This design comes from an exercise in tuning for small area and a short achievable clock period on the open sky130 flow, not from production work.
Only simulation tests tie the RTL to the original design; equivalence was not proved.
No activity file was given, so power comes from the tool's default toggle rates.

Setup of the reference run:
==> flow/design.v (excerpt) <==
module rx_dma_packetizer #(
    parameter int FIFO_DEPTH    = 64,
    parameter int FRAME_SAMPLES = 256
) (
    input  logic        clk,
    input  logic        rst,
    input  logic        enable,
    input  logic        s_valid,
    input  logic [15:0] s_i,
    input  logic [15:0] s_q,
    output logic        m_axis_valid,
    input  logic        m_axis_ready,
    output logic [7:0]  m_axis_data,
    output logic        m_axis_last,
    output logic        overflow,
    output logic [15:0] drop_count,
    input  logic        clear_status
);
==> module rx_dma_packetizer, before the edit <==
module rx_dma_packetizer #(
    parameter int FIFO_DEPTH    = 64,
    parameter int FRAME_SAMPLES = 256
) (
    input  logic        clk,
    input  logic        rst,
    input  logic        enable,
    input  logic        s_valid,
    input  logic [15:0] s_i,
    input  logic [15:0] s_q,
    output logic        m_axis_valid,
    input  logic        m_axis_ready,
    output logic [7:0]  m_axis_data,
    output logic        m_axis_last,
    output logic        overflow,
    output logic [15:0] drop_count,
    input  logic        clear_status
);
    localparam logic [1:0] c_ST_IDLE = 2'd0;
    localparam logic [1:0] c_ST_RUN  = 2'd1;
    localparam logic [1:0] c_ST_PAD  = 2'd2;
    logic [1:0]  r_state;
    logic [7:0]  r_wr_pos;       
    logic [7:0]  r_rd_pos;       
    logic [31:0] r_mem [0:63];
    logic        r_valid;
    logic [1:0]  r_byte_idx;
    logic [7:0]  r_data;
    logic [23:0] r_hold;
    logic        r_last;
    logic        r_overflow;
    logic [15:0] r_drop_count;
    wire w_lo_eq   = (r_wr_pos[5:0] == r_rd_pos[5:0]);
    wire w_hi_eq   = (r_wr_pos[7:6] == r_rd_pos[7:6]);
    logic r_full;                
    wire w_full    = r_full;
    wire w_empty   = w_lo_eq && w_hi_eq;
    wire w_run_acc    = (r_state == c_ST_RUN) && enable;
    wire w_in_pad     = (r_state == c_ST_PAD);
    wire w_frame_last = (r_wr_pos == 8'hFF);
    wire w_pad_write  = w_in_pad && !w_full;
    wire w_push       = (w_run_acc && s_valid && !w_full) || w_pad_write;
    wire w_drop       = w_run_acc && s_valid && w_full;
    wire w_hs      = r_valid && m_axis_ready;
    wire w_pop     = !w_empty && (!r_valid || (w_hs && (r_byte_idx == 2'd3)));
    always_ff @(posedge clk) begin
        if (rst) begin
            r_state <= c_ST_IDLE;
        end else begin
            case (r_state)
                c_ST_IDLE: if (enable) r_state <= c_ST_RUN;
                c_ST_RUN:  if (!enable) r_state <= (r_wr_pos == 8'd0) ? c_ST_IDLE : c_ST_PAD;
                c_ST_PAD:  if (w_pad_write && w_frame_last) r_state <= c_ST_IDLE;
                default:   r_state <= c_ST_IDLE;
            endcase
        end
    end
    logic [63:0] w_wr_sel;
    logic [63:0] w_rd_sel;
    logic [63:0] r_rd_sel;       
    logic [7:0]  r_wr_lo;        
    logic [7:0]  r_wr_hi;        
    logic [31:0] w_wr_data;
    logic [31:0] w_rd_data;
    always_comb begin
        for (int k = 0; k < 64; k++) begin
            w_wr_sel[k] = r_wr_lo[k % 8] && r_wr_hi[k / 8];
        end
    end
    assign w_rd_sel  = r_rd_sel;
    assign w_wr_data = w_in_pad ? 32'd0 : {s_q, s_i};
    always_ff @(posedge clk) begin
        for (int k = 0; k < 64; k++) begin
            if (w_wr_sel[k] && !w_full) r_mem[k] <= w_wr_data;
        end
    end
    always_comb begin
        w_rd_data = '0;
        for (int k = 0; k < 64; k++) begin
            w_rd_data = w_rd_data | ({32{w_rd_sel[k]}} & r_mem[k]);
        end
    end
    always_ff @(posedge clk) begin
        if (rst) begin
            r_wr_pos <= '0;
            r_rd_pos <= '0;
        end else begin
            if (w_push) r_wr_pos <= r_wr_pos + 8'd1;
            if (w_pop)  r_rd_pos <= r_rd_pos + 8'd1;
        end
    end
    wire w_count_63 = ((r_wr_pos + 8'd1 - r_rd_pos) == 8'd64);
    always_ff @(posedge clk) begin
        if (rst) begin
            r_full <= 1'b0;
        end else if (w_pop) begin
            r_full <= 1'b0;
        end else if (w_push) begin
            r_full <= w_count_63;
        end
    end
    always_ff @(posedge clk) begin
        if (rst) begin
            r_wr_lo <= 8'd1;
            r_wr_hi <= 8'd1;
        end else if (w_push) begin
            r_wr_lo <= {r_wr_lo[6:0], r_wr_lo[7]};
            if (r_wr_lo[7]) r_wr_hi <= {r_wr_hi[6:0], r_wr_hi[7]};
        end
    end
    always_ff @(posedge clk) begin
        if (rst) begin
            r_rd_sel <= 64'd1;
        end else if (w_pop) begin
            r_rd_sel <= {r_rd_sel[62:0], r_rd_sel[63]};
        end
    end
    always_ff @(posedge clk) begin
        if (rst) begin
            r_valid    <= 1'b0;
            r_byte_idx <= 2'd0;
            r_last     <= 1'b0;
        end else begin
            if (w_pop)
                r_valid <= 1'b1;
            else if (w_hs && (r_byte_idx == 2'd3))
                r_valid <= 1'b0;
            if (w_hs) begin
                r_byte_idx <= r_byte_idx + 2'd1;
                r_last     <= (r_byte_idx == 2'd2) && (r_rd_pos == 8'd0);
            end
        end
    end
    wire w_take_new = !r_valid || (r_byte_idx == 2'd3);
    logic [7:0] w_next_byte;
    always_comb begin
        case (r_byte_idx)
            2'd0:    w_next_byte = r_hold[7:0];
            2'd1:    w_next_byte = r_hold[15:8];
            default: w_next_byte = r_hold[23:16];
        endcase
    end
    always_ff @(posedge clk) begin
        if (w_pop || w_hs) begin
            r_data <= w_take_new ? w_rd_data[7:0] : w_next_byte;
        end
        if (w_pop) begin
            r_hold <= w_rd_data[31:8];
        end
    end
    assign m_axis_data  = r_data;
    assign m_axis_last  = r_last;
    assign m_axis_valid = r_valid;
    always_ff @(posedge clk) begin
        if (rst) begin
            r_overflow   <= 1'b0;
            r_drop_count <= 16'd0;
        end else if (w_drop) begin
            r_overflow   <= 1'b1;
            r_drop_count <= clear_status ? 16'd1 :
                            (&r_drop_count) ? r_drop_count : r_drop_count + 16'd1;
        end else if (clear_status) begin
            r_overflow   <= 1'b0;
            r_drop_count <= 16'd0;
        end
    end
    assign overflow   = r_overflow;
    assign drop_count = r_drop_count;
endmodule
export LEC_CHECK = 0
export CAP_MARGIN = 20
export CORE_MARGIN = 2
export CORE_UTILIZATION = 45
export CTS_CLUSTER_DIAMETER = 60
export CTS_CLUSTER_SIZE = 30
export SETUP_SLACK_MARGIN = 2.5
export SLEW_MARGIN = 20
export BUFFER_PORTS_ARGS = -buffer_cell sky130_fd_sc_hd__buf_4
create_clock -name core_clock -period 5.0 [get_ports {clk}]
standard.sh (not shown) runs the stock make flow with config.mk's settings and CLKGATE_MAP_FILE= SYNTH_SCRIPT=/design/flow/synth_recipe.tcl, a recipe that flattens the netlist after the stock synthesis.
==> flow/flow/run.sh <==
#!/bin/bash
set -o pipefail
cp standard.sh standard.sh.orig.log
cp config.mk config.mk.orig.log
echo 'export BUFFER_PORTS_ARGS = -buffer_cell sky130_fd_sc_hd__buf_4' >> config.mk
bash standard.sh > standard.log 2>&1
Input changes introduced in the trial run (baseline for comparison: the reference run):
diff --git a/flow/design.v b/flow/design.v
--- a/flow/design.v
+++ b/flow/design.v
@@ -28,5 +28,5 @@
     logic [1:0]  r_byte_idx;
     logic [7:0]  r_data;
-    logic [23:0] r_hold;
+    logic [31:0] r_hold;
     logic        r_last;
     logic        r_overflow;
@@ -62,9 +62,10 @@
     logic [7:0]  r_wr_lo;        
     logic [7:0]  r_wr_hi;        
+    logic [7:0]  r_wr_hen;       
     logic [31:0] w_wr_data;
     logic [31:0] w_rd_data;
     always_comb begin
         for (int k = 0; k < 64; k++) begin
-            w_wr_sel[k] = r_wr_lo[k % 8] && r_wr_hi[k / 8];
+            w_wr_sel[k] = r_wr_lo[k % 8] && r_wr_hen[k / 8];
         end
     end
@@ -73,5 +74,5 @@
     always_ff @(posedge clk) begin
         for (int k = 0; k < 64; k++) begin
-            if (w_wr_sel[k] && !w_full) r_mem[k] <= w_wr_data;
+            if (w_wr_sel[k]) r_mem[k] <= w_wr_data;
         end
     end
@@ -92,20 +93,17 @@
     end
     wire w_count_63 = ((r_wr_pos + 8'd1 - r_rd_pos) == 8'd64);
+    wire w_full_next = w_pop ? 1'b0 : (w_push ? w_count_63 : r_full);
+    wire [7:0] w_wr_hi_next = (w_push && r_wr_lo[7]) ? {r_wr_hi[6:0], r_wr_hi[7]} : r_wr_hi;
     always_ff @(posedge clk) begin
         if (rst) begin
-            r_full <= 1'b0;
-        end else if (w_pop) begin
-            r_full <= 1'b0;
-        end else if (w_push) begin
-            r_full <= w_count_63;
-        end
-    end
-    always_ff @(posedge clk) begin
-        if (rst) begin
-            r_wr_lo <= 8'd1;
-            r_wr_hi <= 8'd1;
-        end else if (w_push) begin
-            r_wr_lo <= {r_wr_lo[6:0], r_wr_lo[7]};
-            if (r_wr_lo[7]) r_wr_hi <= {r_wr_hi[6:0], r_wr_hi[7]};
+            r_full   <= 1'b0;
+            r_wr_lo  <= 8'd1;
+            r_wr_hi  <= 8'd1;
+            r_wr_hen <= 8'd1;
+        end else begin
+            r_full   <= w_full_next;
+            r_wr_hi  <= w_wr_hi_next;
+            r_wr_hen <= w_wr_hi_next & {8{!w_full_next}};
+            if (w_push) r_wr_lo <= {r_wr_lo[6:0], r_wr_lo[7]};
         end
     end
@@ -133,19 +131,18 @@
         end
     end
-    wire w_take_new = !r_valid || (r_byte_idx == 2'd3);
-    logic [7:0] w_next_byte;
+    wire [1:0] w_idx_next = r_byte_idx + {1'b0, w_hs};
+    logic [7:0] w_hold_byte;
     always_comb begin
-        case (r_byte_idx)
-            2'd0:    w_next_byte = r_hold[7:0];
-            2'd1:    w_next_byte = r_hold[15:8];
-            default: w_next_byte = r_hold[23:16];
+        case (w_idx_next)
+            2'd0:    w_hold_byte = r_hold[7:0];
+            2'd1:    w_hold_byte = r_hold[15:8];
+            2'd2:    w_hold_byte = r_hold[23:16];
+            default: w_hold_byte = r_hold[31:24];
         endcase
     end
     always_ff @(posedge clk) begin
-        if (w_pop || w_hs) begin
-            r_data <= w_take_new ? w_rd_data[7:0] : w_next_byte;
-        end
+        r_data <= w_pop ? w_rd_data[7:0] : w_hold_byte;
         if (w_pop) begin
-            r_hold <= w_rd_data[31:8];
+            r_hold <= w_rd_data;
         end
     end
[summary]
Proportion of power drawn by combinational gates: the trial run vs the reference run down 0.4 points
The via count reported for the trial run is lower than the one for the reference run.
Between the trial run and the reference run, the difference in portion of the layout cell area used by non-clock buffers is negligible.
Fraction of the mapped netlist area in adder cells delta (the trial run -> the reference run): insignificant
Between the trial run and the reference run, the headroom to the max-slew limit does not differ in any meaningful way.
Any difference in clock power between the reference run and the trial run is small enough to ignore.
When the trial run is measured against the reference run, its combined global-route utilization of all metal layers turns out 1.7 points lower.
Between the trial run and the reference run, leakage power is lower for the reference run, the trial run comes in above that.
Of the two candidates, the reference run has the better final total power and the trial run the worse one.
Going from the reference run to the trial run, met3 global-route usage shrinks by 0.90 points.
Number of multi-input combinational cells in the trial run is about 1.4% higher than in the reference run
Measured against the reference run, the number of clock buffers in the layout of the trial run comes out at 1.08 times the reference value.
Of the trial run and the reference run, the lower count of placed standard cells in the final layout, fillers left out belongs to the reference run.

## afterwards: timing with drivers on the ports
The flow's constraints put no driver on any port. The routed layouts listed below were extracted and timed again, unchanged, in two steps.
Step 1 assumes that a clkbuf_16 drives the clock port and a buf_2 every other input.
Step 2 moves the port delays by t, midway between the first and last clock arrival at a register: inputs arrive t later, outputs are due t later. That takes back most of the time a late clock gives input paths.
Three values: ideal ports, drivers, drivers and shift; two values: the first two.
| run | t, ns | slack for setup (ns) | worst data-port slew with drivers (ns) |
|---|---|---|---|
| the reference run | 0.901 | 2.087 / 2.087 / 2.087 | 0.06 |
| the trial run | 0.893 | 2.408 / 2.408 / 2.227 | 0.08 |
After both steps setup and hold are still met in every run listed. The setup slack of the trial run, which loses most, moves by 0.000 ns with the drivers and by -0.181 ns with both steps.
